Context: an optimization exercise on an open-source flow, tuned for small area, a short achievable clock period and few clock cycles per item. The choices shown serve that exercise and are no tape-out recipe.
At most, simulation tests tie the RTL to the original design; equivalence was not proved.
Only the layout flow was run in runs 3 to 6; the RTL was not checked for function there.
Power is estimated from default activity; no workload was simulated.

==> design/flow/run.sh <==
#!/bin/bash
# synth_recipe.tcl (not shown) runs the flow's synth.tcl, then flattens the netlist and writes it again
# the make line also repeats each setting of config.mk as NAME=value (left out here)
make -C /OpenROAD-flow-scripts/flow DESIGN_CONFIG=/design/flow/config.mk WORK_HOME=/design/flow/orfs CLKGATE_MAP_FILE= SYNTH_SCRIPT=/design/flow/synth_recipe.tcl finish
==> design/flow/config.mk <==
export PLATFORM = sky130hd
export DESIGN_NAME = div_cluster
export DESIGN_NICKNAME = div_cluster
export VERILOG_FILES = /design/flow/design.v
export SDC_FILE = /design/flow/constraint.sdc
export NUM_CORES = 4
export LEC_CHECK = 0
export CAP_MARGIN = 20
export CORE_MARGIN = 2
export CORE_UTILIZATION = 40
export SETUP_SLACK_MARGIN = 2.8
export SLEW_MARGIN = 20
export TNS_END_PERCENT = 10
==> design/flow/constraint.sdc <==
create_clock -name core_clock -period 5.0 [get_ports {clk}]
set_input_delay 1.0000 -clock core_clock [delete_from_list [all_inputs] [get_ports {clk}]]
set_output_delay 1.0000 -clock core_clock [all_outputs]
set_load 0.01 [all_outputs]
==> design/flow/design.v <==
package div_pkg;
  typedef logic [16-1:0] operand_t;
  typedef logic [4-1:0] tag_t;
endpackage
`timescale 1ns/1ns
module divider_nr (
  input  logic              clk,
  input  logic              reset,
  input  logic              load,
  input  logic              release_i,
  input  div_pkg::tag_t     ld_tag,
  input  div_pkg::operand_t ld_dividend,
  input  div_pkg::operand_t ld_divisor,    
  input  logic [16:0]       ld_q,          
  input  logic [3:0]        ld_shift,
  output logic [3:0]        shift,
  output logic              busy,
  output logic              done,
  output logic              finishing,
  output div_pkg::tag_t     tag,
  output div_pkg::operand_t quotient,
  output div_pkg::operand_t remainder
);
  logic [15:0] r, d;
  logic [16:0] q;
  logic [16:0] diff;
  logic [15:0] gen, prop, gg, pp, g0, p0;
  always_comb begin
    gen  = r & ~d;
    prop = ~(r ^ d);
    gg   = gen | prop & 16'h0001;     
    pp   = prop;
    for (int lv = 0; lv < 4; lv++) begin
      g0 = gg;
      p0 = pp;
      for (int i = 0; i < 16; i++) begin
        if (i >= (1 << lv)) begin
          gg[i] = g0[i] | (p0[i] & g0[i - (1 << lv)]);
          pp[i] = p0[i] & p0[i - (1 << lv)];
        end
      end
    end
    diff[0] = ~prop[0];
    for (int i = 1; i < 16; i++) diff[i] = prop[i] ^ gg[i - 1];
    diff[16] = ~gg[15];
  end
  always_ff @(posedge clk) begin
    if (reset) begin
      busy <= 1'b0;
    end else if (load) begin
      busy <= 1'b1;
    end else if (release_i) begin
      busy <= 1'b0;
    end
  end
  logic [15:0] r_nx;
  logic [16:0] q_nx;
  assign r_nx = (q[16] | diff[16]) ? r : diff[15:0];
  assign q_nx = q[16] ? q : {q[15:0], ~diff[16]};
  always_ff @(posedge clk) begin
    if (load) begin
      r   <= ld_dividend;
      d   <= ld_divisor;
      q   <= ld_q;
      tag <= ld_tag;
      shift <= ld_shift;
    end else begin
      r <= r_nx;
      q <= q_nx;
      d <= d >> 1;
    end
  end
  assign done      = busy & q[16];
  assign finishing = busy & q[15] & ~q[16];
  assign quotient  = q[15:0];
  assign remainder = r;
endmodule
`timescale 1ns/1ns
module div_dispatch (
  input  logic              clk,
  input  logic              reset,
  input  logic              accept,
  input  div_pkg::tag_t     tag,
  input  div_pkg::operand_t dividend,
  input  div_pkg::operand_t divisor,
  input  logic              leave,
  output logic              s1_valid,
  output div_pkg::tag_t     s1_tag,
  output div_pkg::operand_t s1_dividend,
  output div_pkg::operand_t s1_divisor,
  output logic [3:0]        s1_shift,
  output logic              s1_bypass,
  output logic              s1_div0,
  output logic              in_bypass
);
  function automatic [4:0] sig_bits(input [15:0] value);
    sig_bits = '0;
    for (int i = 0; i < 16; i++) begin
      if (value[i]) sig_bits = 5'(i + 1);
    end
  endfunction
  logic [4:0] nd, nv;
  logic [4:0] diff;
  logic       in_div0;
  assign nd        = sig_bits(dividend);
  assign nv        = sig_bits(divisor);
  assign diff      = nd - nv;
  logic       dv_zero;
  logic [3:0] in_shift;
  assign dv_zero   = (divisor == '0);
  assign in_div0   = dv_zero & (dividend != '0);
  assign in_bypass = dv_zero | diff[4];
  assign in_shift  = in_div0 ? 4'(nd - 5'd1) : (in_bypass ? 4'd0 : diff[3:0]);
  always_ff @(posedge clk) begin
    if (reset) begin
      s1_valid <= 1'b0;
    end else if (accept) begin
      s1_valid <= 1'b1;
    end else if (leave) begin
      s1_valid <= 1'b0;
    end
  end
  always_ff @(posedge clk) begin
    if (accept) begin
      s1_tag      <= tag;
      s1_dividend <= dividend;
      s1_divisor  <= divisor;
      s1_shift    <= in_shift;
      s1_bypass   <= in_bypass;
      s1_div0     <= in_div0;
    end
  end
endmodule
`timescale 1ns/1ns
module result_arbiter #(parameter int N = 4) (
  input  logic         clk,
  input  logic         reset,
  input  logic [N-1:0] cand,      
  input  logic [N-1:0] taken,     
  output logic [N-1:0] sel        
);
  logic [N-1:0] last;    
  logic [N-1:0] higher;  
  logic [N-1:0] cand_hi;
  logic [N-1:0] pick;
  logic [N-1:0] last_next;
  assign last_next = (|taken) ? taken : last;
  always_comb begin
    higher = '0;
    for (int i = 0; i < N; i++) begin
      for (int j = 0; j < N; j++) begin
        if (j < i && last_next[j]) higher[i] = 1'b1;
      end
    end
  end
  assign cand_hi = cand & higher;
  always_comb begin
    pick = '0;
    if (|cand_hi) begin
      for (int i = N - 1; i >= 0; i--) if (cand_hi[i]) pick = N'(1) << i;
    end else begin
      for (int i = N - 1; i >= 0; i--) if (cand[i]) pick = N'(1) << i;
    end
  end
  always_ff @(posedge clk) begin
    if (reset) begin
      last <= N'(1) << (N - 1);
      sel  <= '0;
    end else begin
      last <= last_next;
      sel  <= pick;
    end
  end
endmodule
`timescale 1ns/1ns
module result_store (
  input  logic              clk,
  input  logic              reset,
  input  logic              we,
  input  div_pkg::tag_t     wr_tag,
  input  logic [16:0]       wr_field,
  input  logic [3:0]        wr_len,
  input  logic              wr_div0,
  input  div_pkg::tag_t     rd_tag,
  output logic              rd_valid,
  output div_pkg::operand_t rd_quotient,
  output div_pkg::operand_t rd_remainder
);
  localparam int DEPTH = 1 << 4;
  logic [DEPTH-1:0] valid;
  logic [16:0]      f_mem [DEPTH];
  logic [3:0]       l_mem [DEPTH];
  logic             z_mem [DEPTH];
  logic [16:0]      f;
  logic [3:0]       l;
  logic             z;
  logic [16:0]      m;
  always_ff @(posedge clk) begin
    if (reset) begin
      valid    <= '0;
      rd_valid <= 1'b0;
    end else begin
      if (we) begin
        valid[wr_tag] <= 1'b1;
      end
      rd_valid <= valid[rd_tag];
    end
  end
  always_ff @(posedge clk) begin
    if (we) begin
      f_mem[wr_tag] <= wr_field;
      l_mem[wr_tag] <= wr_len;
      z_mem[wr_tag] <= wr_div0;
    end
  end
  assign f = f_mem[rd_tag];
  assign l = l_mem[rd_tag];
  assign z = z_mem[rd_tag];
  always_comb begin
    for (int j = 0; j < 17; j++) m[j] = (5'(j) <= {1'b0, l});
  end
  always_ff @(posedge clk) begin
    for (int j = 0; j < 16; j++) begin
      rd_quotient[j]  <= m[j] & (z | f[j]);
      rd_remainder[j] <= f[16 - j] & (z | ~m[16 - j]);
    end
  end
endmodule
`timescale 1ns/1ns
module div_cluster (
  input  logic              clk,
  input  logic              reset,
  input  logic              start,
  input  div_pkg::tag_t     tag,
  input  div_pkg::operand_t dividend,
  input  div_pkg::operand_t divisor,
  input  div_pkg::tag_t     rd_tag,
  output logic              ready,
  output logic              complete,
  output div_pkg::tag_t     complete_tag,
  output logic              rd_valid,
  output div_pkg::operand_t rd_quotient,
  output div_pkg::operand_t rd_remainder
);
  localparam int N = 5;
  logic              accept, leave;
  logic              s1_valid, s1_bypass, s1_div0, in_bypass;
  div_pkg::tag_t     s1_tag;
  div_pkg::operand_t s1_dividend, s1_divisor;
  logic [3:0]        s1_shift;
  logic [N-1:0]      busy, done, finishing, eng_grant, avail, load;
  div_pkg::tag_t     e_tag [N];
  div_pkg::operand_t e_quo [N];
  div_pkg::operand_t e_rem [N];
  logic [3:0]        e_shift [N];
  div_pkg::operand_t ld_divisor;
  logic [16:0]       ld_q;
  logic              byp_grant, eng_job;
  logic              we;
  div_pkg::tag_t     w_tag;
  logic [16:0]       w_field;
  logic [3:0]        w_len;
  logic              w_div0;
  logic [16:0]       r_field;
  logic [3:0]        r_len;
  logic              r_div0;
  assign accept = start & ready;
  div_dispatch u_dispatch (
    .clk         (clk),
    .reset       (reset),
    .accept      (accept),
    .tag         (tag),
    .dividend    (dividend),
    .divisor     (divisor),
    .leave       (leave),
    .s1_valid    (s1_valid),
    .s1_tag      (s1_tag),
    .s1_dividend (s1_dividend),
    .s1_divisor  (s1_divisor),
    .s1_shift    (s1_shift),
    .s1_bypass   (s1_bypass),
    .s1_div0     (s1_div0),
    .in_bypass   (in_bypass)
  );
  assign ld_divisor = s1_divisor << s1_shift;
  assign ld_q       = 17'(1) << (4'd15 - s1_shift);
  for (genvar i = 0; i < N; i++) begin : g_eng
    divider_nr u_div (
      .clk         (clk),
      .reset       (reset),
      .load        (load[i]),
      .release_i   (eng_grant[i]),
      .ld_tag      (s1_tag),
      .ld_dividend (s1_dividend),
      .ld_divisor  (ld_divisor),
      .ld_q        (ld_q),
      .ld_shift    (s1_shift),
      .shift       (e_shift[i]),
      .busy        (busy[i]),
      .done        (done[i]),
      .finishing   (finishing[i]),
      .tag         (e_tag[i]),
      .quotient    (e_quo[i]),
      .remainder   (e_rem[i])
    );
  end
  logic [N-1:0] sel, cand_next;
  logic [2:0]   starve;
  logic         eng_first, any_sel;
  result_arbiter #(.N(N)) u_arbiter (
    .clk   (clk),
    .reset (reset),
    .cand  (cand_next),
    .taken (eng_grant),
    .sel   (sel)
  );
  assign any_sel   = |sel;
  assign eng_first = &starve;
  assign byp_grant = s1_valid & s1_bypass & ~(any_sel & eng_first);
  assign eng_grant = sel & {N{~byp_grant}};
  assign eng_job   = s1_valid & ~s1_bypass;
  assign avail     = ~busy | sel;
  always_comb begin
    load = '0;
    for (int i = N - 1; i >= 0; i--) begin
      if (avail[i]) load = N'(1) << i;
    end
    if (!eng_job) load = '0;
  end
  assign leave = byp_grant | (eng_job & |avail);
  function automatic [16:0] rev_rem(input [15:0] v);
    rev_rem = '0;
    for (int i = 0; i < 16; i++) rev_rem[16 - i] = v[i];
  endfunction
  always_comb begin
    w_tag   = '0;
    w_field = '0;
    w_len   = '0;
    w_div0  = 1'b0;
    for (int i = 0; i < N; i++) begin
      w_tag   = w_tag | (e_tag[i] & {4{eng_grant[i]}});
      w_field = w_field | (({1'b0, e_quo[i]} | rev_rem(e_rem[i])) & {17{eng_grant[i]}});
      w_len   = w_len | (e_shift[i] & {4{eng_grant[i]}});
    end
    if (byp_grant) begin
      w_tag   = s1_tag;
      w_field = rev_rem(s1_dividend);
      w_len   = s1_shift;
      w_div0  = s1_div0;
    end
  end
  assign we = any_sel | byp_grant;
  logic [N-1:0] idle_next;
  logic         s1v_next, eng_ok_next, byp_ok_next;
  logic [2:0]   starve_next;
  assign idle_next   = ~load & (~busy | eng_grant);
  assign cand_next   = ~load & busy & ~eng_grant & (done | finishing);
  assign s1v_next    = accept | (s1_valid & ~leave);
  assign eng_ok_next = |idle_next | |cand_next;
  assign byp_ok_next = ~(|cand_next & (&starve_next));
  always_comb begin
    starve_next = starve;
    if (byp_grant && any_sel) starve_next = starve + 1'b1;
    else if (|eng_grant) starve_next = '0;
  end
  always_ff @(posedge clk) begin
    if (reset) begin
      ready        <= 1'b1;
      starve       <= '0;
      complete     <= 1'b0;
    end else begin
      ready        <= ~s1v_next | (accept ? (byp_ok_next & eng_ok_next)
                                          : (s1_bypass ? byp_ok_next : eng_ok_next));
      starve       <= starve_next;
      complete     <= we;
    end
  end
  always_ff @(posedge clk) begin
    complete_tag <= w_tag;
    r_field      <= w_field;
    r_len        <= w_len;
    r_div0       <= w_div0;
  end
  result_store u_store (
    .clk          (clk),
    .reset        (reset),
    .we           (complete),
    .wr_tag       (complete_tag),
    .wr_field     (r_field),
    .wr_len       (r_len),
    .wr_div0      (r_div0),
    .rd_tag       (rd_tag),
    .rd_valid     (rd_valid),
    .rd_quotient  (rd_quotient),
    .rd_remainder (rd_remainder)
  );
endmodule
==> impl_metrics.tcl, run 1 <==
set metrics [dict create \
    cts.clk_slew.worst_paths_ns 0.06 \
    critical_path_class "reg -> reg" \
    pwr-share-seq 0.466 \
    timing.final.crit_share 0.6066 \
    drc 0 \
    tns_ns 0 \
    required_ns 5.37 \
    intPower_mw 11.92 \
    totalWireLength_mm 102.0 \
    synth_area_um2 34290 \
    fp.dieH_um 296.8 \
    p_comb_frac 0.143 \
    place_hpwl_mm 60.77 \
    finalMaxSlewViolations 0 \
    start_util 0.4033 \
    wl_per_cell_um 24.85 \
    critical_path.max_fanout 3 \
    grt_pass1_vias 22460 \
    overflow 0 \
    cts-htree-levels 3 \
    final.setup_skew_ns 0.02708 \
    r2r_setup_slack_ns 1.97 \
    finalCriticalPeriod_ns 3.033 \
    grtUsageTotal 0.2175 \
    antenna_found_initial 2 \
    cts_buffers 83 \
    status "no timing/DRC/antenna violations" \
    p_clk_frac 0.391 \
    synth_edf_count 594 \
    seq_area_frac_synth 0.6253 \
    synth_flop_cell "edfxtp_1" \
    grt_pass1_wl_mm 144.2 \
    firstDrtPassIters 6 \
    drive_above_1_share 0.2115 \
    num_vias 23540 \
    whs_ns 0.4308 \
    rsz0062_at_grt "yes" \
    tightest_slew_ns 1.215 \
    area_growth_syn_to_layout_pct 21.93 \
    arrival_ns 3.41 \
    ant_nets 0 \
    fmax_mhz 329.7 \
    relSlewSlack 0.1871 \
    switching_share 0.2596 \
    power_leakage_nw 14.57 \
    cts_max_path_buffers 3 \
    drt_iter0_markers 2559 \
    cts_tree "yes" \
    vdd_drop_max_mv 0.2532 \
    rows 107 \
    globalplace.congestion 0.9169 \
    async_reset_ff_frac 0 \
    coreArea_um2 85010 \
    die_area_um2 88080 \
    final_nets 3030 \
    port_buffers 81 \
    fillers 7304 \
    power.density_nw_per_um2 385.0 \
    die_x_um 296.8 \
    cp-start-kind "register" \
    synth.distinct_cells 80 \
    setup_viol 0 \
    ys_ff_latch 774 \
    switchingPower_mw 4.178 \
    yosysWarnings 9 \
    vias_per_cell 5.733 \
    synth_nets 2788 \
    syn_avg_cell_area_um2 12.95 \
    cts_root_buffer "clkbuf_16" \
    end_kind "register" \
    clock_latency_ns 0.65 \
    hp-class "reg -> reg" \
    pin_count 82 \
    synth_cells 2647 \
    hold_viol_final 0 \
    grt_max_degree 74 \
    drv_cap 0 \
    cts_sinks 774 \
]
-- layout make-up --
cell class	count	area [um2]	area share
multi-input combinational	1622	12790	0.3058
clock inverter	38	440.4	0.01053
antenna	2	5.005	0.0001197
clock buffer	118	2415	0.05776
tap	1144	1431	0.03424
inverter	130	499.2	0.01194
timing repair buffer	277	2774	0.06635
timing repair inverter	1	5.005	0.0001197
sequential	774	21450	0.5131
-- synth_stat cells (27+ instances only) --
library cell,n,area share
dfxtp_1,180,0.11
xnor2_1,28,0.0072
inv_1,126,0.014
nand3b_1,79,0.017
o21a_1,28,0.0061
xor2_1,32,0.0082
nand2_1,197,0.022
o21ai_0,302,0.044
nor2_1,198,0.022
ha_1,92,0.034
clkbuf_1,97,0.011
a21oi_1,157,0.023
nor3_1,27,0.0039
edfxtp_1,594,0.52
nand2b_1,33,0.0060
mux4_2,106,0.070
-- power by group through the flow --
stage / sequential [mW] / clock, mW / combinational, mW
6_report: 7.50 / 6.30 / 2.30
4_1_cts: 7.50 / 6.40 / 1.98
3_3_place_gp: 7.62 / 0 / 1.76
2_1_floorplan: 7.52 / 0 / 1.23
5_1_grt: 7.52 / 6.64 / 2.46
3_5_place_dp: 7.63 / 0 / 1.81
-- stage by stage --
step                utilization  cells  area (um2)  power (mW)  setup slack (ns)
global placement         0.4301   3796       36560       9.381             1.138
floorplan                     -   2647       34500       8.756             1.858
detailed placement       0.4301   3796       36570       9.441             1.037
global route             0.4918   4104       41810       16.62             1.882
CTS                      0.4749   4010       40370       15.88             1.942
finish                   0.4918   4106       41810       16.10             1.967
-- registers in the layout (all words and copies together) (netlist names), 16 cells and up --
name	count
u_store.f_mem	272
g_eng.u_div.q	85
g_eng.u_div.d	80
g_eng.u_div.r	80
u_store.l_mem	64
g_eng.u_div.shift	20
g_eng.u_div.tag	20
r_field	17
u_dispatch.s1_dividend	16
u_dispatch.s1_divisor	16
u_store.rd_quotient	16
u_store.rd_remainder	16
u_store.valid	16
u_store.z_mem	16
-- per-layer routing --
metal | track usage | routed length (um)
met4 | 0.1100 | 5703
met5 | 0 | 8
met1 | 0.2868 | 40720
met3 | 0.04140 | 8039
met2 | 0.3438 | 47560
-- cells by family (layout without fill, tap and decap cells) --
group	after synthesis	in the layout	synth area share
AO/OA/AOI/OAI	653	653	0.1107
buffers and inverters	256	564	0.02945
XOR/XNOR	60	60	0.01533
multiplexers	134	137	0.08407
AND/OR/NAND/NOR	672	674	0.09812
flip-flops	774	774	0.6253
adder cells (fa/ha/maj)	98	98	0.03707
other	0	2	0
-- critical path, cell delays in order (launching register included) --
cell,delay (ns)
edfxtp_1,0.40
inv_2,0.09
ha_4,0.16
fa_2,0.21
nor2b_2,0.05
o31a_1,0.26
or4b_4,0.50
nor4bb_4,0.19
o31a_1,0.35
nand4b_1,0.11
o211ai_1,0.10
buf_4,0.20
a21boi_0,0.12
-- cells in the final DEF (no fill, tap or decap), types with 54 or more instances in the layout --
cell type,n
nand3b_1,79
a21oi_1,139
clkbuf_16,92
dfxtp_1,173
inv_1,119
edfxtp_1,594
buf_4,155
o21ai_0,283
mux4_2,120
nand2_1,191
clkdlybuf4s50_1,54
ha_1,78
nor2_1,175
-- final timing paths --
kind,startpoint,endpoint,cells past startpoint
setup / recovery,g_eng[2].u_div.r[0]$_DFFE_PP_,g_eng[2].u_div.q[0]$_DFFE_PP_,12
hold / removal,g_eng[0].u_div.d[12]$_DFF_P_,g_eng[0].u_div.d[11]$_DFF_P_,2
setup reg to reg,g_eng[2].u_div.r[0]$_DFFE_PP_,g_eng[2].u_div.q[0]$_DFFE_PP_,12
hold reg to reg,g_eng[0].u_div.d[12]$_DFF_P_,g_eng[0].u_div.d[11]$_DFF_P_,2
-- timing repair --
item / 4_1_cts / 5_1_grt
resized for setup: 87 / 178
hold buffers: 0 / 0
setup endpoints to repair: 500 / 498
buffers inserted: 51 / 81
cloned: 7 / 13
pin swaps: 31 / 57
Testbench counts, summed over its fixed seeds: cycles 2,250, items 2,048.
==> run 2: changes to the inputs <==
--- a/design/flow/config.mk
+++ b/design/flow/config.mk
@@ -8,6 +8,8 @@
 export CAP_MARGIN = 20
 export CORE_MARGIN = 2
 export CORE_UTILIZATION = 40
+export CTS_CLUSTER_DIAMETER = 70
+export CTS_CLUSTER_SIZE = 24
 export SETUP_SLACK_MARGIN = 2.8
 export SLEW_MARGIN = 20
 export TNS_END_PERCENT = 10
==> run 2 against run 1 <==
Sequential power barely moved. Hold slack improved by 0.015 ns. Sequential share of layout area rose by 2.0 points. Synthesized cell count did not move. Register-to-register slack got worse by 0.10 ns. Area after synthesis did not move. Clock skew rose by 0.0084 ns. Total power fell by 14%. Fmax fell by 3.2%. Via count fell by 2.4%. Utilization fell by 1.9 points. Largest cell class unchanged.
==> impl_metrics.tcl, run 2 <==
set metrics [dict create \
    critical_path.max_fanout 7 \
    rows 107 \
    clock_latency_ns 0.63 \
    grt-busiest-layer "met2" \
    cts_hold_buffers 0 \
    crit_buf_inv 2 \
    end_kind "register" \
    antenna_found_initial 6 \
    hold_viol_final 0 \
    power_leakage_nw 13.80 \
    cp_cell_sequence "inv_2 -> ha_4 -> fa_2 -> nor2b_2 -> o31a_1 -> or4b_4 -> nor4bb_4 -> o31a_1 -> nand4b_1 -> o211ai_1 -> buf_4" \
    timing.final.crit_share 0.6269 \
    relSlewSlack 0.1688 \
    top_register "u_store.f_mem" \
    synth_nets 2788 \
    synth_common_cells "594 x edfxtp_1, 302 x o21ai_0, 198 x nor2_1" \
    synth_area_leaders "edfxtp_1 52%, dfxtp_1 11%, mux4_2 7.0%" \
    fillers 7453 \
    critical_path_class "reg -> reg" \
    cts_max_path_buffers 3 \
    mostFrequentLayoutCells "594 x edfxtp_1, 287 x o21ai_0, 191 x nand2_1" \
    r2r_setup_slack_ns 1.87 \
    cts_tree "yes" \
    vias_per_cell 5.707 \
    tightest_slew_ns 1.242 \
    syn_avg_cell_area_um2 12.95 \
    start_util 0.4033 \
    pre_cts_ws_ns 1.037 \
    use_met2 0.3367 \
    status "no timing/DRC/antenna violations" \
    die_area_um2 88080 \
    arrival_ns 3.52 \
    final_common_cell "edfxtp_1" \
    rsz0062_at_grt "yes" \
    top_regs "u_store.f_mem: 272 flops, g_eng.u_div.q: 85 flops" \
    met3_usage 0.03906 \
    synthMostInstantiatedCell "edfxtp_1" \
    finalMaxSlewViolations 0 \
    use_met1 0.2816 \
    synth_cells 2647 \
    overflow 0 \
    drt_iter0_markers 2382 \
    cts_sinks 774 \
    port_buffers 81 \
    finalCriticalPeriod_ns 3.135 \
    coreArea_um2 85010 \
    hp-class "reg -> reg" \
    ant_nets 0 \
    grt_pass1_vias 21790 \
    synth_flop_cell "edfxtp_1" \
    cts_buffers 45 \
    cts_root_buffer "clkbuf_16" \
    die_x_um 296.8 \
    whs_ns 0.4460 \
    pin_count 82 \
    yosysWarnings 9 \
    final.setup_skew_ns 0.03551 \
    synth_area_leader_cell "edfxtp_1" \
    largest_reg_flops 272 \
    totalWireLength_mm 99.68 \
    drv_cap 0 \
    num_vias 22970 \
    firstDrtPassIters 6 \
    setup_viol 0 \
    area_growth_syn_to_layout_pct 17.25 \
    required_ns 5.39 \
    fin_ws_ns 1.865 \
    grtUsageTotal 0.2113 \
    slowest_stage "or4b_4" \
    wl_per_cell_um 24.77 \
    final_nets 2982 \
    cts-htree-levels 2 \
    multiInputGateArea_um2 12680 \
    drive_above_1_share 0.1926 \
    grt_pass1_wl_mm 140.5 \
    place_hpwl_mm 60.77 \
    seq_area_frac_synth 0.6253 \
    grt_max_degree 74 \
    synth_area_um2 34290 \
    ys_ff_latch 774 \
    critPathMostFrequentCell "o31a_1" \
    cts.clk_slew.worst_paths_ns 0.10 \
    synth_edf_count 594 \
    register_area_um2 21450 \
    synth_top_area_share 0.5202 \
    globalplace.congestion 0.9169 \
    cp-start-kind "register" \
    async_reset_ff_frac 0 \
    critPathTopFamily "simple AND/OR/NAND/NOR gates" \
    cpPeakStageDelay_ns 0.50 \
    fp.dieH_um 296.8 \
    vdd_drop_max_mv 0.3347 \
    power.density_nw_per_um2 344.1 \
    tns_ns 0 \
    drc 0 \
    fmax_mhz 319.0 \
    synth.distinct_cells 80 \
]
## run 2: logic make-up (layout without fill, tap and decap cells)
group	after synthesis	in the layout	synth area share
flip-flops	774	774	0.6253
AND/OR/NAND/NOR	672	674	0.09812
adder cells (fa/ha/maj)	98	98	0.03707
XOR/XNOR	60	60	0.01533
buffers and inverters	256	483	0.02945
multiplexers	134	135	0.08407
other	0	3	0
AO/OA/AOI/OAI	653	653	0.1107
## run 2: worst paths after layout
kind / startpoint / endpoint / depth (start not counted)
worst max-delay path: g_eng[2].u_div.r[0]$_DFFE_PP_ / g_eng[2].u_div.r[5]$_DFFE_PP_ / 11
worst min-delay path: g_eng[0].u_div.d[5]$_DFF_P_ / g_eng[0].u_div.d[4]$_DFF_P_ / 2
worst max register to register: g_eng[2].u_div.r[0]$_DFFE_PP_ / g_eng[2].u_div.r[5]$_DFFE_PP_ / 11
worst min register to register: g_eng[0].u_div.d[5]$_DFF_P_ / g_eng[0].u_div.d[4]$_DFF_P_ / 2
## run 2: per-stage QoR
step / std cells / power (mW) / utilization / area (um2)
2_1_floorplan: 2647 / 8.756 / - / 34500
3_3_place_gp: 3796 / 9.381 / 0.4301 / 36560
3_5_place_dp: 3796 / 9.441 / 0.4301 / 36570
4_1_cts: 3919 / 13.67 / 0.4558 / 38740
5_1_grt: 4021 / 14.30 / 0.4728 / 40200
6_report: 4024 / 13.83 / 0.4729 / 40200
## run 2: area by class of cell
cell class,count,share of cell area
diodes,3,0.0001867
clock buffers,60,0.03047
clock inverters,23,0.006660
inverters,130,0.01242
multi-input cells,1620,0.3154
flip-flops and latches,774,0.5336
well taps,1144,0.03560
repair buffers,269,0.06551
repair inverters,1,0.0001245
## run 2: what timing repair did
item	CTS	global route
buffers inserted	35	91
setup endpoints to repair	500	498
gates cloned	5	11
resized for setup	64	181
pin swaps	26	42
## run 2: where the power goes
part           internal (mW)  total, mW  switching (mW)
sequential              7.24       7.49           0.245
combinational          0.957       2.22            1.26
clock                   1.83       4.13            2.29
## run 2: per-layer routing
metal	share of wire	wire, um
met1	0.41	40660
met2	0.47	46400
met3	0.076	7596
met4	0.049	4923
met5	0.00097	97
## run 2: worst reg2reg max path, cell delays in order, from the launching register on
cell and delay (ns):
edfxtp_1 0.42, inv_2 0.09, ha_4 0.16, fa_2 0.21, nor2b_2 0.05, o31a_1 0.27, or4b_4 0.50, nor4bb_4 0.19
o31a_1 0.32, nand4b_1 0.11, o211ai_1 0.25, buf_4 0.30
==> run 3: changes to the inputs <==
--- a/design/flow/design.v
+++ b/design/flow/design.v
@@ -24,26 +24,7 @@
   logic [15:0] r, d;
   logic [16:0] q;
   logic [16:0] diff;
-  logic [15:0] gen, prop, gg, pp, g0, p0;
-  always_comb begin
-    gen  = r & ~d;
-    prop = ~(r ^ d);
-    gg   = gen | prop & 16'h0001;     
-    pp   = prop;
-    for (int lv = 0; lv < 4; lv++) begin
-      g0 = gg;
-      p0 = pp;
-      for (int i = 0; i < 16; i++) begin
-        if (i >= (1 << lv)) begin
-          gg[i] = g0[i] | (p0[i] & g0[i - (1 << lv)]);
-          pp[i] = p0[i] & p0[i - (1 << lv)];
-        end
-      end
-    end
-    diff[0] = ~prop[0];
-    for (int i = 1; i < 16; i++) diff[i] = prop[i] ^ gg[i - 1];
-    diff[16] = ~gg[15];
-  end
+  assign diff = {1'b0, r} - {1'b0, d};
   always_ff @(posedge clk) begin
     if (reset) begin
       busy <= 1'b0;
@@ -213,16 +194,18 @@
       z_mem[wr_tag] <= wr_div0;
     end
   end
-  assign f = f_mem[rd_tag];
-  assign l = l_mem[rd_tag];
-  assign z = z_mem[rd_tag];
+  always_ff @(posedge clk) begin
+    f <= f_mem[rd_tag];
+    l <= l_mem[rd_tag];
+    z <= z_mem[rd_tag];
+  end
   always_comb begin
     for (int j = 0; j < 17; j++) m[j] = (5'(j) <= {1'b0, l});
   end
-  always_ff @(posedge clk) begin
+  always_comb begin
     for (int j = 0; j < 16; j++) begin
-      rd_quotient[j]  <= m[j] & (z | f[j]);
-      rd_remainder[j] <= f[16 - j] & (z | ~m[16 - j]);
+      rd_quotient[j]  = m[j] & (z | f[j]);
+      rd_remainder[j] = f[16 - j] & (z | ~m[16 - j]);
     end
   end
 endmodule
@@ -261,9 +244,6 @@
   logic [16:0]       w_field;
   logic [3:0]        w_len;
   logic              w_div0;
-  logic [16:0]       r_field;
-  logic [3:0]        r_len;
-  logic              r_div0;
   assign accept = start & ready;
   div_dispatch u_dispatch (
     .clk         (clk),
@@ -377,18 +357,15 @@
   end
   always_ff @(posedge clk) begin
     complete_tag <= w_tag;
-    r_field      <= w_field;
-    r_len        <= w_len;
-    r_div0       <= w_div0;
   end
   result_store u_store (
     .clk          (clk),
     .reset        (reset),
-    .we           (complete),
-    .wr_tag       (complete_tag),
-    .wr_field     (r_field),
-    .wr_len       (r_len),
-    .wr_div0      (r_div0),
+    .we           (we),
+    .wr_tag       (w_tag),
+    .wr_field     (w_field),
+    .wr_len       (w_len),
+    .wr_div0      (w_div0),
     .rd_tag       (rd_tag),
     .rd_valid     (rd_valid),
     .rd_quotient  (rd_quotient),
==> design/flow/config.mk (replaced) <==
export PLATFORM = sky130hd
export DESIGN_NAME = div_cluster
export DESIGN_NICKNAME = div_cluster
export VERILOG_FILES = /design/flow/design.v
export SDC_FILE = /design/flow/constraint.sdc
export NUM_CORES = 4
export LEC_CHECK = 0
export ABC_CLOCK_PERIOD_IN_PS = 2200
export CAP_MARGIN = 20
export CORE_MARGIN = 2
export CORE_UTILIZATION = 40
export SETUP_SLACK_MARGIN = 2.8
export SLEW_MARGIN = 20
export TNS_END_PERCENT = 10
==> run 3 against run 2 <==
Design area is 7.6% higher. Critical path depth stayed put. Largest cell class unchanged. Die area is 1.4% lower. Area after synthesis is 1.4% lower.
==> impl_metrics.tcl, run 3 <==
set metrics [dict create \
    status "no timing/DRC/antenna violations" \
    cts.clk_slew.worst_paths_ns 0.06 \
    fillers 6952 \
    syn_avg_cell_area_um2 12.86 \
    ant_nets 0 \
    fp.dieH_um 294.7 \
    final_nets 3111 \
    synth_area_um2 33810 \
    rsz0062_at_grt "yes" \
    register_area_um2 20830 \
    coreArea_um2 83690 \
    vias_per_cell 5.783 \
    hp-class "reg -> reg" \
    cts_root_buffer "clkbuf_16" \
    vdd_drop_max_mv 0.2586 \
    arrival_ns 3.28 \
    cpPeakStageDelay_ns 0.40 \
    synth.distinct_cells 82 \
    relSlewSlack 0.3163 \
    grtUsageTotal 0.2297 \
    overflow 0 \
    drive_above_1_share 0.2767 \
    synth_flop_cell "edfxtp_1" \
    critical_path_class "reg -> reg" \
    final.setup_skew_ns 0.04811 \
    clock_latency_ns 0.66 \
    synth_nets 2771 \
    largest_reg_flops 272 \
    grt_max_degree 71 \
    antenna_found_initial 2 \
    final_common_cell "edfxtp_1" \
    crit_buf_inv 2 \
    switchingPower_mw 4.590 \
    final_cells 4173 \
    ys_ff_latch 742 \
    synth_common_cells "594 x edfxtp_1, 297 x o21ai_0, 219 x nand2_1" \
    drc 0 \
    place_hpwl_mm 63.91 \
    finalMaxSlewViolations 0 \
    tightest_slew_ns 1.026 \
    totalWireLength_mm 103.9 \
    cts_tree "yes" \
    synth_edf_count 594 \
    p_total_mw 16.44 \
    p_clk_frac 0.368 \
    slowest_stage "edfxtp_1" \
    cp_cell_sequence "inv_2 -> ha_4 -> fa_2 -> nor2b_2 -> o31a_1 -> o32ai_4 -> a31oi_4 -> a221o_1 -> a21oi_2 -> o21ai_4 -> buf_6" \
    tns_ns 0 \
    grt_pass1_wl_mm 149.2 \
    setup_viol 0 \
    rows 106 \
    async_reset_ff_frac 0 \
    num_vias 24130 \
    drv_cap 0 \
    multiInputGateArea_um2 14090 \
    cts_sinks 742 \
    synth_area_leader_cell "edfxtp_1" \
    hold_viol_final 0 \
    synthMostInstantiatedCell "edfxtp_1" \
    start_util 0.4040 \
    fmax_mhz 344.3 \
    finalCriticalPeriod_ns 2.905 \
    diodes 0 \
    grt_pass1_vias 23780 \
    area_growth_syn_to_layout_pct 27.94 \
    wl_per_cell_um 24.89 \
    die_x_um 294.7 \
    synth_cells 2630 \
    cts_max_path_buffers 3 \
    p_comb_frac 0.190 \
    pwr-share-seq 0.442 \
    synth_area_leaders "edfxtp_1 53%, dfxtp_1 8.8%, mux4_2 7.9%" \
    intPower_mw 11.85 \
    dpl.cell_count 3766 \
    end_kind "register" \
    cts_buffers 81 \
    power.density_nw_per_um2 380.1 \
    firstDrtPassIters 5 \
    critPathTopFamily "compound AO/OA/AOI/OAI gates" \
    whs_ns 0.4311 \
    yosysWarnings 9 \
    globalplace.congestion 0.9064 \
    seq_area_frac_synth 0.6152 \
    synth_top_area_share 0.5276 \
    top_register "u_store.f_mem" \
    timing.final.crit_share 0.5810 \
    mostFrequentLayoutCells "594 x edfxtp_1, 280 x o21ai_0, 203 x nand2_1" \
    pin_count 82 \
    cp-start-kind "register" \
    port_buffers 81 \
    top_regs "u_store.f_mem: 272 flops, g_eng.u_div.q: 85 flops" \
    critical_path.max_fanout 7 \
    required_ns 5.37 \
    power_leakage_nw 14.82 \
    cts-htree-levels 3 \
    switching_share 0.2792 \
    drt_iter0_markers 2307 \
    die_area_um2 86870 \
]
-- run 3: changes by cell type in the layout (fill, tap and decap cells not counted), moves of 20 or more --
cell             delta
buf_12             +42
a21oi_1            -48
dfxtp_1            -37
nand3_1            +28
buf_4              +32
nor2_4             +36
nand3b_1           -28
ha_1               -20
clkbuf_16          +33
clkdlybuf4s50_1    -36
-- run 3: what timing repair did --
item                                     CTS  global route
gates resized for setup                  245           289
buffers inserted                         131            86
pin swaps                                 84            99
hold buffers                               0             0
cloned                                    29             9
endpoints found under the setup margin  1231          1257
-- run 3: path summary, 6_finish.rpt --
path                                                      end  slack [ns]  depth (start not counted)                     startpoint
worst max-delay path            g_eng[2].u_div.r[3]$_DFFE_PP_        2.10                         11  g_eng[2].u_div.r[0]$_DFFE_PP_
worst min-delay path              g_eng[2].u_div.d[2]$_DFF_P_        0.43                          2    g_eng[2].u_div.d[3]$_DFF_P_
worst max register to register  g_eng[2].u_div.r[3]$_DFFE_PP_        2.10                         11  g_eng[2].u_div.r[0]$_DFFE_PP_
worst min register to register    g_eng[2].u_div.d[2]$_DFF_P_        0.43                          2    g_eng[2].u_div.d[3]$_DFF_P_
-- run 3: metrics by stage --
stage	utilization	instance area [um2]	setup WS (ns)
floorplan	-	34100	1.986
global route	0.5169	43260	2.026
global placement	0.4327	36210	1.208
CTS	0.4945	41390	2.099
detailed placement	0.4328	36220	1.124
finish	0.5169	43260	2.095
-- run 3: power groups by stage --
stage / clock (mW) / combinational (mW) / sequential (mW)
finish: 6.05 / 3.12 / 7.27
global route: 6.39 / 3.33 / 7.29
CTS: 6.13 / 2.58 / 7.28
detailed placement: 0 / 2.21 / 7.43
global placement: 0 / 2.14 / 7.42
floorplan: 0 / 1.49 / 7.29
-- run 3: final cells by class --
cell class,instances,share of cell area
well taps,1134,0.03280
clock buffers,109,0.05093
clock inverters,43,0.01116
inverters,127,0.01160
multi-input cells,1658,0.3257
repair buffers,357,0.08584
repair inverters,3,0.0004628
flip-flops and latches,742,0.4815
-- run 3: per-layer routing --
| layer | GRT usage | up-vias | share of wire |
|---|---|---|---|
| met5 | 0 | - | 0 |
| met4 | 0.08922 | 0 | 0.047 |
| met3 | 0.03371 | 234 | 0.068 |
| met2 | 0.4080 | 989 | 0.51 |
| met1 | 0.2809 | 12190 | 0.38 |
| li1 | - | 10720 | - |
-- run 3: worst min-delay path, cell delays in order (launching register included) --
cell,delay [ns]
dfxtp_1,0.33
nand2_1,0.05
o21ai_0,0.06
-- run 3: cells by family after synthesis --
| group | after synthesis | synth area share |
|---|---|---|
| DFF | 742 | 0.6152 |
| and+or+nand+nor | 683 | 0.09836 |
| AOI/OAI and AO/OA | 654 | 0.1183 |
| buffers and inverters | 255 | 0.02883 |
| muxes | 144 | 0.08704 |
| adders and majority gates | 98 | 0.03760 |
| xor gates and xnor gates | 54 | 0.01465 |
==> run 4: changes to the inputs <==
--- a/design/flow/config.mk
+++ b/design/flow/config.mk
@@ -9,6 +9,8 @@
 export CAP_MARGIN = 20
 export CORE_MARGIN = 2
 export CORE_UTILIZATION = 40
+export CTS_CLUSTER_DIAMETER = 70
+export CTS_CLUSTER_SIZE = 24
 export SETUP_SLACK_MARGIN = 2.8
 export SLEW_MARGIN = 20
 export TNS_END_PERCENT = 10
==> run 4 against run 3 <==
Still clean on timing, DRC and antenna. Area after synthesis stayed put. Fmax is essentially flat. Total power down 11%. First-iteration DRC count shrank 9.0%. Flip-flop and latch count stayed put. Clock skew fell by 0.0090 ns. Clock power down about 30%. Combinational power barely moved. Design area decreased by 2.2%. Critical path type unchanged.
==> impl_metrics.tcl, run 4 <==
set metrics [dict create \
    start_util 0.4040 \
    final_common_cell "edfxtp_1" \
    synth_top_area_share 0.5276 \
    power_leakage_nw 14.39 \
    synth_area_leader_cell "edfxtp_1" \
    startpoint "g_eng[2].u_div.r[0]$_DFFE_PP_" \
    grt_max_degree 71 \
    rsz0062_at_grt "yes" \
    die_x_um 294.7 \
    end_kind "register" \
    reg2reg_depth 11 \
    synth_area_um2 33810 \
    antenna_found_initial 1 \
    clock_latency_ns 0.64 \
    grt_pass1_vias 23240 \
    overflow 0 \
    switchingPower_mw 4.292 \
    cts_tree "yes" \
    hold_depth 2 \
    dpl.cell_count 3766 \
    async_reset_ff_frac 0 \
    synth_flop_cell "edfxtp_1" \
    cts_root_buffer "clkbuf_16" \
    hold_start "g_eng[0].u_div.d[10]$_DFF_P_" \
    intPower_mw 10.31 \
    multiInputGateArea_um2 13990 \
    cts-htree-levels 2 \
    synth_common_cells "594 x edfxtp_1, 297 x o21ai_0, 219 x nand2_1" \
    port_buffers 81 \
    yosysWarnings 9 \
    critical_path_class "reg -> reg" \
    hp-class "reg -> reg" \
    area_growth_syn_to_layout_pct 25.16 \
    ys_ff_latch 742 \
    cts_buffers 47 \
    top_layer_used "met4" \
    tightest_slew_ns 1.009 \
    finalMaxSlewViolations 0 \
    num_vias 23850 \
    regToRegEndpoint "g_eng[2].u_div.r[7]$_DFFE_PP_" \
    mostFrequentLayoutCells "594 x edfxtp_1, 282 x o21ai_0, 202 x nand2_1, 202 x buf_4, 158 x nor2_1" \
    synth.distinct_cells 82 \
    fillers 7058 \
    pin_count 82 \
    pwr-share-seq 0.496 \
    cts.clk_slew.worst_paths_ns 0.10 \
    firstDrtPassIters 7 \
    fmax_mhz 344.0 \
    required_ns 5.39 \
    place_hpwl_mm 63.91 \
    vdd_drop_max_mv 0.3058 \
    synth_cells 2630 \
    grt_pass1_wl_mm 145.5 \
    ant_nets 0 \
    tns_ns 0 \
    largest_reg_flops 272 \
    vias_per_cell 5.766 \
    cts_max_path_buffers 3 \
    whs_ns 0.4563 \
    synthMostInstantiatedCell "edfxtp_1" \
    setup_viol 0 \
    relSlewSlack 0.3271 \
    drive_above_1_share 0.2768 \
    top_register "u_store.f_mem" \
    drc 0 \
    final_cells 4137 \
    totalWireLength_mm 103.2 \
    grtUsageTotal 0.2231 \
    globalplace.congestion 0.9064 \
    timing.final.crit_share 0.5815 \
    synth_nets 2771 \
    power.density_nw_per_um2 345.1 \
    cp-start-kind "register" \
    arrival_ns 3.29 \
    rr_startpoint "g_eng[2].u_div.r[0]$_DFFE_PP_" \
    finalCriticalPeriod_ns 2.907 \
    wl_per_cell_um 24.96 \
    top_regs "u_store.f_mem: 272 flops, g_eng.u_div.q: 85 flops" \
    fp.dieH_um 294.7 \
    syn_avg_cell_area_um2 12.86 \
    hold_viol_final 0 \
    register_area_um2 20830 \
    m1WireLength_mm 40.10 \
    drv_cap 0 \
    seq_area_frac_synth 0.6152 \
    cts_sinks 742 \
    p_comb_frac 0.213 \
    die_area_um2 86870 \
    wl_met2_mm 52.39 \
    met3_wirelength_mm 6.084 \
    critical_path.max_fanout 7 \
    p_clk_frac 0.290 \
    coreArea_um2 83690 \
    final.setup_skew_ns 0.03910 \
    synth_edf_count 594 \
    min_to "g_eng[0].u_div.d[9]$_DFF_P_" \
    synth_area_leaders "edfxtp_1 53%, dfxtp_1 8.8%, mux4_2 7.9%" \
    switching_share 0.2939 \
    cts_hold_buffers 0 \
    final_nets 3105 \
    status "no timing/DRC/antenna violations" \
    rows 106 \
    drt_iter0_markers 2100 \
    r2r_setup_slack_ns 2.09 \
]
-- run 4: cell counts after synthesis --
Identical to the previous run, type by type.
-- run 4: per-stage QoR --
step	cell area, um2	power (mW)	worst slack (ns)	utilization
2_1_floorplan	34100	8.782	1.986	-
3_3_place_gp	36210	9.558	1.208	0.4327
3_5_place_dp	36220	9.637	1.124	0.4328
4_1_cts	40210	14.18	2.104	0.4805
5_1_grt	42310	15.10	2.030	0.5056
6_report	42320	14.60	2.093	0.5057
-- run 4: what timing repair did --
item	in CTS	in global routing
gates cloned	24	12
setup endpoints to repair	1228	1257
resized for setup	267	282
setup buffers	143	104
pin swaps	84	103
-- run 4: metal layers --
metal / up-vias / GRT usage
li1: 10670 / -
met1: 12140 / 0.2784
met2: 853 / 0.3997
met3: 193 / 0.02745
met4: 0 / 0.07429
met5: - / 0
-- run 4: cell type report --
type	count	area share
Sequential cell	742	0.4922
Multi-Input combinational cell	1654	0.3307
Timing Repair Buffer	389	0.09414
Tap cell	1134	0.03353
Clock buffer	62	0.02983
Inverter	127	0.01197
Clock inverter	25	0.007126
Timing Repair inverter	3	0.0004731
Antenna cell	1	0.00005913
-- run 4: critical path, stage by stage, from the launching register on --
cell	delay (ns)
edfxtp_1	0.41
inv_2	0.08
ha_4	0.13
fa_2	0.23
nor2b_2	0.06
o31a_1	0.31
o32ai_4	0.38
a31oi_4	0.17
a221o_1	0.37
a21oi_2	0.21
o21ai_4	0.11
buf_8	0.19
-- run 4: worst max-delay path by stage --
stage                                             endpoint  cells past startpoint
after floorplan           u_dispatch.s1_shift[3]$_DFFE_PP_                     13
after CTS                                 rd_remainder[11]                      5
final                        g_eng[2].u_div.r[7]$_DFFE_PP_                     11
after global routing         g_eng[2].u_div.r[4]$_DFFE_PP_                     11
after global placement    u_dispatch.s1_shift[3]$_DFFE_PP_                     14
after detailed placement  u_dispatch.s1_shift[3]$_DFFE_PP_                     14
-- run 4: cells by family (layout without fill, tap and decap cells) --
kind of cell | after synthesis | in the layout | synth area share
compound gates | 654 | 654 | 0.1183
fa+ha+maj | 98 | 98 | 0.03760
simple gates | 683 | 704 | 0.09836
xor+xnor | 54 | 54 | 0.01465
flops | 742 | 742 | 0.6152
buf+inv | 255 | 606 | 0.02883
mux | 144 | 144 | 0.08704
other cells | 0 | 1 | 0
-- run 4: power groups by stage --
stage / combinational (mW) / clock, mW / sequential, mW
3_3_place_gp: 2.14 / 0 / 7.42
4_1_cts: 2.60 / 4.31 / 7.27
2_1_floorplan: 1.49 / 0 / 7.29
6_report: 3.12 / 4.24 / 7.25
5_1_grt: 3.31 / 4.52 / 7.27
3_5_place_dp: 2.21 / 0 / 7.43
==> run 5: changes to the inputs <==
--- a/design/flow/design.v
+++ b/design/flow/design.v
@@ -349,8 +349,7 @@
       starve       <= '0;
       complete     <= 1'b0;
     end else begin
-      ready        <= ~s1v_next | (accept ? (byp_ok_next & eng_ok_next)
-                                          : (s1_bypass ? byp_ok_next : eng_ok_next));
+      ready        <= ~s1v_next | ((accept ? in_bypass : s1_bypass) ? byp_ok_next : eng_ok_next);
       starve       <= starve_next;
       complete     <= we;
     end
--- a/design/flow/config.mk
+++ b/design/flow/config.mk
@@ -9,8 +9,6 @@
 export CAP_MARGIN = 20
 export CORE_MARGIN = 2
 export CORE_UTILIZATION = 40
-export CTS_CLUSTER_DIAMETER = 70
-export CTS_CLUSTER_SIZE = 24
-export SETUP_SLACK_MARGIN = 2.8
+export SETUP_SLACK_MARGIN = 3.3
 export SLEW_MARGIN = 20
 export TNS_END_PERCENT = 10
==> run 5 against run 4 <==
Non-clock buffer count is 66 lower. Final cell count is 0.29% lower. Hold slack worse by 0.0011 ns. Design area is 0.37% lower. Setup slack worse by 0.075 ns. Flip-flop and latch count stayed put.
==> impl_metrics.tcl, run 5 <==
set metrics [dict create \
    synth_nets 2780 \
    drv_cap 0 \
    power.density_nw_per_um2 381.4 \
    synth_area_leaders "edfxtp_1 53%, dfxtp_1 8.8%, mux4_2 7.9%" \
    seq_area_frac_synth 0.6148 \
    globalplace.congestion 0.9009 \
    drt_iter0_markers 2222 \
    port_buffers 81 \
    switchingPower_mw 4.275 \
    status "no timing/DRC/antenna violations" \
    critical_path_class "in -> reg" \
    async_reset_ff_frac 0 \
    critical_path.max_fanout 3 \
    syn_avg_cell_area_um2 12.81 \
    rsz0062_at_grt "yes" \
    grt_pass1_wl_mm 136.7 \
    switching_share 0.2659 \
    grt_max_degree 73 \
    required_ns 5.36 \
    place_hpwl_mm 59.33 \
    die_area_um2 86890 \
    setup_viol 0 \
    hold_viol_final 0 \
    synth_top_area_share 0.5266 \
    intPower_mw 11.80 \
    cp_cell_sequence "buf_8 -> nor2b_4 -> o21ai_2 -> a311oi_2 -> o21bai_4 -> a21oi_2 -> o21bai_2 -> ha_2 -> inv_2 -> fa_2 -> a21o_1 -> a21oi_2 -> xnor2_1 -> and2_4 -> buf_6 -> a22o_1" \
    cts_root_buffer "clkbuf_16" \
    cts_max_path_buffers 3 \
    tns_ns 0 \
    cp-start-kind "primary input" \
    vias_per_cell 5.700 \
    rows 106 \
    finalCriticalPeriod_ns 2.982 \
    power_leakage_nw 14.35 \
    synth.distinct_cells 79 \
    start_util 0.4041 \
    p_clk_frac 0.371 \
    firstDrtPassIters 5 \
    num_vias 23510 \
    cts_sinks 742 \
    coreArea_um2 83690 \
    finalMaxSlewViolations 0 \
    fp.dieH_um 294.8 \
    top_regs "u_store.f_mem: 272 flops, g_eng.u_div.q: 85 flops" \
    synth_area_leader_cell "edfxtp_1" \
    p_total_mw 16.08 \
    p_comb_frac 0.174 \
    final.setup_skew_ns 0.03616 \
    dpl_cell_area_um2 36250 \
    arrival_ns 3.34 \
    totalWireLength_mm 95.61 \
    final_nets 3065 \
    grtUsageTotal 0.2067 \
    cpPeakStageDelay_ns 0.36 \
    cts_hold_buffers 0 \
    synthMostInstantiatedCell "edfxtp_1" \
    fin_area_um2 42160 \
    ys_ff_latch 742 \
    largest_reg_flops 272 \
    pin_count 82 \
    synth_area_um2 33820 \
    final_common_cell "edfxtp_1" \
    pwr-share-seq 0.455 \
    yosysWarnings 9 \
    critPathMostFrequentCell "a21oi_2" \
    drive_above_1_share 0.2431 \
    timing.final.crit_share 0.5964 \
    relSlewSlack 0.2953 \
    clock_latency_ns 0.64 \
    wl_per_cell_um 23.18 \
    hp-class "reg -> reg" \
    drc 0 \
    slowest_stage "fa_2" \
    synth_edf_count 593 \
    top_register "u_store.f_mem" \
    grt_pass1_vias 23070 \
    die_x_um 294.8 \
    synth_common_cells "593 x edfxtp_1, 289 x o21ai_0, 218 x nor2_1" \
    vdd_drop_max_mv 0.2914 \
    cts_buffers 79 \
    area_growth_syn_to_layout_pct 24.67 \
    tightest_slew_ns 1.057 \
    overflow 0 \
    diodes 0 \
    ant_nets 0 \
    fmax_mhz 335.4 \
    mostFrequentLayoutCells "593 x edfxtp_1, 274 x o21ai_0, 196 x nor2_1" \
    cts-htree-levels 3 \
    end_kind "register" \
    antenna_found_initial 1 \
    cts.clk_slew.worst_paths_ns 0.06 \
    cts_tree "yes" \
    synth_flop_cell "edfxtp_1" \
    synth_cells 2639 \
]
-- run 5: changes by cell type in the layout (fill, tap and decap cells not counted), sizes merged, moves of 11 or more --
cell | before | now
clkinv | 9 | 29
nand3 | 55 | 37
clkbuf | 86 | 125
a21o | 14 | 25
nand2 | 222 | 201
inv | 136 | 123
nor2 | 204 | 224
buf | 319 | 262
nand3b | 51 | 67
clkdlybuf4s15 | 1 | 12
-- run 5: final cells by class --
| class | instances | area (um2) |
|---|---|---|
| inverter | 129 | 503.0 |
| timing repair buffer | 323 | 3368 |
| tap | 1134 | 1419 |
| clock buffer | 112 | 2202 |
| sequential | 742 | 20820 |
| multi-input combinational | 1648 | 13380 |
| timing repair inverter | 1 | 5.005 |
| clock inverter | 36 | 461.7 |
| fill | 7013 | 41530 |
-- run 5: routing by layer --
layer  track usage  share of wire  up-vias
met5             0              0        -
met4       0.06707          0.030        0
met3       0.02609          0.056      166
met2        0.3529           0.50      842
met1        0.2732           0.41    11890
li1              -              -    10610
-- run 5: what timing repair did --
action / 4_1_cts / 5_1_grt
setup buffers: 92 / 69
resized for setup: 326 / 169
gates cloned: 7 / 22
endpoints found under the setup margin: 1285 / 1291
pin swaps: 67 / 56
-- run 5: cell families (layout without fill, tap and decap cells) --
| logic type | count (synthesis) | in the layout | share of synthesized area |
|---|---|---|---|
| DFF | 742 | 742 | 0.6148 |
| xor gates and xnor gates | 57 | 57 | 0.01476 |
| adders and majority gates | 98 | 98 | 0.03759 |
| buffers and inverters | 257 | 601 | 0.02927 |
| AOI/OAI and AO/OA | 666 | 667 | 0.1201 |
| and+or+nand+nor | 672 | 679 | 0.09571 |
| muxes | 147 | 147 | 0.08783 |
-- run 5: final timing paths --
| kind | cells past startpoint | slack (ns) | endpoint | start |
|---|---|---|---|---|
| setup / recovery | 16 | 2.02 | u_dispatch.s1_shift[0]$_DFFE_PP_ | dividend[0] |
| hold / removal | 2 | 0.46 | g_eng[4].u_div.d[6]$_DFF_P_ | g_eng[4].u_div.d[7]$_DFF_P_ |
| setup reg to reg | 11 | 2.17 | u_store.f_mem[5][14]$_DFFE_PP_ | starve[0]$_SDFF_PP0_ |
| hold reg to reg | 2 | 0.46 | g_eng[4].u_div.d[6]$_DFF_P_ | g_eng[4].u_div.d[7]$_DFF_P_ |
-- run 5: metrics by stage --
stage | hold slack [ns] | cells | setup WS, ns | util
after detailed placement | 0.4431 | 3787 | 0.6248 | 0.4332
final | 0.4552 | 4125 | 2.018 | 0.5038
after floorplan | 0.4250 | 2639 | 1.580 | -
after CTS | 0.4571 | 4034 | 2.030 | 0.4826
after global placement | 0.4437 | 3787 | 0.6584 | 0.4330
after global routing | 0.4791 | 4125 | 1.903 | 0.5038
-- run 5: critical path: cells and delay by family --
| kind | cells | cell delay, ns |
|---|---|---|
| and+or+nand+nor | 2 | 0.28 |
| buffers and inverters | 3 | 0.27 |
| adders and majority gates | 2 | 0.58 |
| AOI/OAI and AO/OA | 8 | 1.14 |
| xor gates and xnor gates | 1 | 0.07 |
-- run 5: power by group through the flow --
stage | Combinational [mW] | Sequential (mW) | Clock (mW)
after detailed placement | 2.26 | 7.47 | 0
final | 2.80 | 7.32 | 5.96
after floorplan | 1.54 | 7.37 | 0
after global routing | 3.02 | 7.34 | 6.31
after global placement | 2.19 | 7.46 | 0
after CTS | 2.54 | 7.33 | 6.07
==> run 6: changes to the inputs <==
--- a/design/flow/config.mk
+++ b/design/flow/config.mk
@@ -9,6 +9,6 @@
 export CAP_MARGIN = 20
 export CORE_MARGIN = 2
 export CORE_UTILIZATION = 40
-export SETUP_SLACK_MARGIN = 3.3
+export SETUP_SLACK_MARGIN = 2.8
 export SLEW_MARGIN = 20
 export TNS_END_PERCENT = 10
==> run 6 against run 5 <==
Fmax shrank 2.1%. Critical endpoint unchanged. Design area shrank 2.9%. Register-to-register slack lost 0.10 ns. Clock power grew 3%. Critical path type unchanged. Final cell count shrank 1.9%. Clock skew shrank 0.0099 ns. Count of clock-buffer cells in the layout grew 3. Wire length shrank 4.1%. Via count shrank 2.4%. Hold slack is essentially flat. First-iteration DRC count shrank 2.7%. Combinational power shrank 7%.
==> impl_metrics.tcl, run 6 <==
set metrics [dict create \
    top_register "u_store.f_mem" \
    synth_edf_count 593 \
    rows 106 \
    ys_ff_latch 742 \
    synth_area_leaders "edfxtp_1 53%, dfxtp_1 8.8%, mux4_2 7.9%" \
    fin_area_um2 40930 \
    dpl_cell_area_um2 36260 \
    cts_tree "yes" \
    slowest_stage "fa_2" \
    async_reset_ff_frac 0 \
    arrival_ns 3.44 \
    synth_nets 2780 \
    final.setup_skew_ns 0.02624 \
    drive_above_1_share 0.2081 \
    startpoint "dividend[0]" \
    finalCriticalPeriod_ns 3.046 \
    cts_sinks 742 \
    timing.final.crit_share 0.6092 \
    end_kind "register" \
    totalWireLength_mm 91.69 \
    synth.distinct_cells 79 \
    mostFrequentLayoutCells "593 x edfxtp_1, 279 x o21ai_0, 199 x nor2_1" \
    clock_latency_ns 0.65 \
    place_hpwl_mm 59.58 \
    hold_viol_final 0 \
    cts.clk_slew.worst_paths_ns 0.06 \
    critical_path.max_fanout 4 \
    synth_cells 2639 \
    fillers 7190 \
    drc 0 \
    diodes 0 \
    port_buffers 81 \
    antenna_found_initial 2 \
    critPathTopFamily "compound AO/OA/AOI/OAI gates" \
    coreArea_um2 83690 \
    required_ns 5.39 \
    status "no timing/DRC/antenna violations" \
    tns_ns 0 \
    wl_per_cell_um 22.66 \
    area_growth_syn_to_layout_pct 21.04 \
    cts_root_buffer "clkbuf_16" \
    synthMostInstantiatedCell "edfxtp_1" \
    synth_area_leader_cell "edfxtp_1" \
    die_area_um2 86890 \
    drt_iter0_markers 2161 \
    final_common_cell "edfxtp_1" \
    tightest_slew_ns 1.098 \
    cts_max_path_buffers 3 \
    power_leakage_nw 13.87 \
    grt_max_degree 73 \
    hold_start "g_eng[0].u_div.d[2]$_DFF_P_" \
    synth_area_um2 33820 \
    fmax_mhz 328.3 \
    die_x_um 294.8 \
    start_util 0.4041 \
    synth_top_area_share 0.5266 \
    relSlewSlack 0.2600 \
    cts-htree-levels 3 \
    critical_path_class "in -> reg" \
    vias_per_cell 5.674 \
    hp-class "reg -> reg" \
    drv_cap 0 \
    vdd_drop_max_mv 0.2402 \
    num_vias 22960 \
    setup_viol 0 \
    ant_nets 0 \
    overflow 0 \
    finalMaxSlewViolations 0 \
    cts_hold_buffers 0 \
    rr_startpoint "starve[0]$_SDFF_PP0_" \
    largest_reg_flops 272 \
    cpPeakStageDelay_ns 0.35 \
    synth_flop_cell "edfxtp_1" \
    seq_area_frac_synth 0.6148 \
    pin_count 82 \
    cp_cell_sequence "buf_8 -> nor2b_4 -> o21ai_2 -> a311oi_2 -> o21bai_2 -> a21oi_2 -> o21bai_2 -> ha_2 -> inv_2 -> fa_2 -> a21o_1 -> a21oi_2 -> xnor2_1 -> and2_4 -> buf_6 -> a22o_1" \
    syn_avg_cell_area_um2 12.81 \
    top_regs "u_store.f_mem: 272 flops, g_eng.u_div.q: 85 flops" \
    yosysWarnings 9 \
    grt_pass1_wl_mm 137.7 \
    synth_common_cells "593 x edfxtp_1, 289 x o21ai_0, 218 x nor2_1" \
    globalplace.congestion 0.8564 \
    cts_buffers 82 \
    rsz0062_at_grt "yes" \
    fp.dieH_um 294.8 \
    grt_pass1_vias 23070 \
    firstDrtPassIters 6 \
    final_nets 2983 \
    cp-start-kind "primary input" \
    grtUsageTotal 0.2078 \
    crit_buf_inv 3 \
    power.density_nw_per_um2 393.3 \
]
run 6: changes by cell type in the layout (fill, tap and decap cells not counted), sizes merged, moves of 2 or more:
cell           delta
buf              -91
clkdlybuf4s50    +19
clkdlybuf4s15     -9
clkinvlp          -5
inv               +5
dlygate4sd2       +3
clkbuf            -2
nor2              -2
run 6: cells by family (layout without fill, tap and decap cells):
group                    Yosys count  in the layout  synth area share
AO/OA/AOI/OAI                    666            666            0.1201
XOR/XNOR                          57             57           0.01476
adder cells (fa/ha/maj)           98             98           0.03759
buffers and inverters            257            525           0.02927
flip-flops                       742            742            0.6148
multiplexers                     147            147           0.08783
AND/OR/NAND/NOR                  672            677           0.09571
run 6: worst reg2reg max path, delay by kind of cell, from the launching register on:
kind	cells	cell delay [ns]
simple gates	4	0.54
compound gates	2	0.27
flops	1	0.34
fa+ha+maj	3	0.50
buf+inv	4	0.88
run 6: cell type report:
class / instances / area [um2] / area share
multi-input combinational: 1645 / 13010 / 0.3179
clock inverter: 39 / 478.0 / 0.01168
clock buffer: 115 / 2277 / 0.05563
inverter: 129 / 496.7 / 0.01213
sequential: 742 / 20810 / 0.5085
tap: 1134 / 1419 / 0.03466
timing repair buffer: 242 / 2436 / 0.05951
run 6: repair_timing:
item                                     CTS  global route
buffers inserted                          60            32
endpoints found under the setup margin  1145          1197
cloned                                     6             4
resized for setup                        180           129
pin swaps                                 38            46
run 6: where the power goes:
| part | switching (mW) | leakage [nW] | internal [mW] | total, mW |
|---|---|---|---|---|
| sequential | 0.188 | 6.71 | 7.14 | 7.33 |
| combinational | 1.54 | 5.80 | 1.08 | 2.61 |
| clock | 2.53 | 1.35 | 3.63 | 6.16 |
| total | 4.25 | 13.9 | 11.8 | 16.1 |
run 6: final timing paths:
| kind | endpoint | slack (ns) | cells past startpoint |
|---|---|---|---|
| worst max register to register | u_store.f_mem[13][12]$_DFFE_PP_ | 2.07 | 13 |
| worst min-delay path | g_eng[0].u_div.d[1]$_DFF_P_ | 0.45 | 2 |
| worst min register to register | g_eng[0].u_div.d[1]$_DFF_P_ | 0.45 | 2 |
| worst max-delay path | u_dispatch.s1_shift[0]$_DFFE_PP_ | 1.95 | 16 |
run 6: per-stage QoR:
stage	util	total power [mW]	worst slack [ns]	hold slack (ns)	std cells
floorplan	-	8.911	1.580	0.4250	2639
global placement	0.4331	9.658	0.6238	0.4415	3789
detailed placement	0.4332	9.744	0.5798	0.4415	3789
CTS	0.4791	16.07	1.968	0.4565	4009
global route	0.4891	16.70	1.875	0.4890	4046
finish	0.4891	16.10	1.954	0.4549	4046
run 6: per-layer routing:
| metal | GRT usage | share of wire | vias up |
|---|---|---|---|
| met5 | 0 | 0.00012 | - |
| met4 | 0.06894 | 0.029 | 2 |
| met3 | 0.02571 | 0.058 | 146 |
| met2 | 0.3481 | 0.49 | 819 |
| met1 | 0.2805 | 0.43 | 11550 |
| li1 | - | - | 10440 |

==> afterwards: timing with drivers on the ports <==
How much do the figures lean on ideal ports? The routed layouts below were timed once more, with nothing changed but the port constraints.
Step 1, drivers: a clkbuf_16 drives clk and a buf_2 each remaining input, both assumed.
Step 2 moves the port delays by t, midway between the first and last clock arrival at a register: inputs arrive t later, outputs are due t later. That takes back most of the time a late clock gives input paths.
Slacks: ideal / step 1 / step 2; pairs: ideal / step 1.
| run | t, ns | setup slack, ns | worst slew at a driven data input, ns |
|---|---|---|---|
| run 1 | 0.701 | 1.967 / 1.967 / 1.503 | 0.37 |
| run 2 | 0.680 | 1.865 / 1.865 / 1.553 | 0.38 |
| run 3 | 0.695 | 2.095 / 2.095 / 1.665 | 0.06 |
| run 4 | 0.689 | 2.093 / 2.093 / 1.650 | 0.06 |
| run 5 | 0.683 | 2.018 / 2.033 / 1.350 | 0.06 |
| run 6 | 0.696 | 1.954 / 1.903 / 1.282 | 0.05 |
After both steps every run listed still meets setup and hold. The setup slack of run 6, which loses most, moves by -0.051 ns with the drivers and by -0.672 ns with both steps.
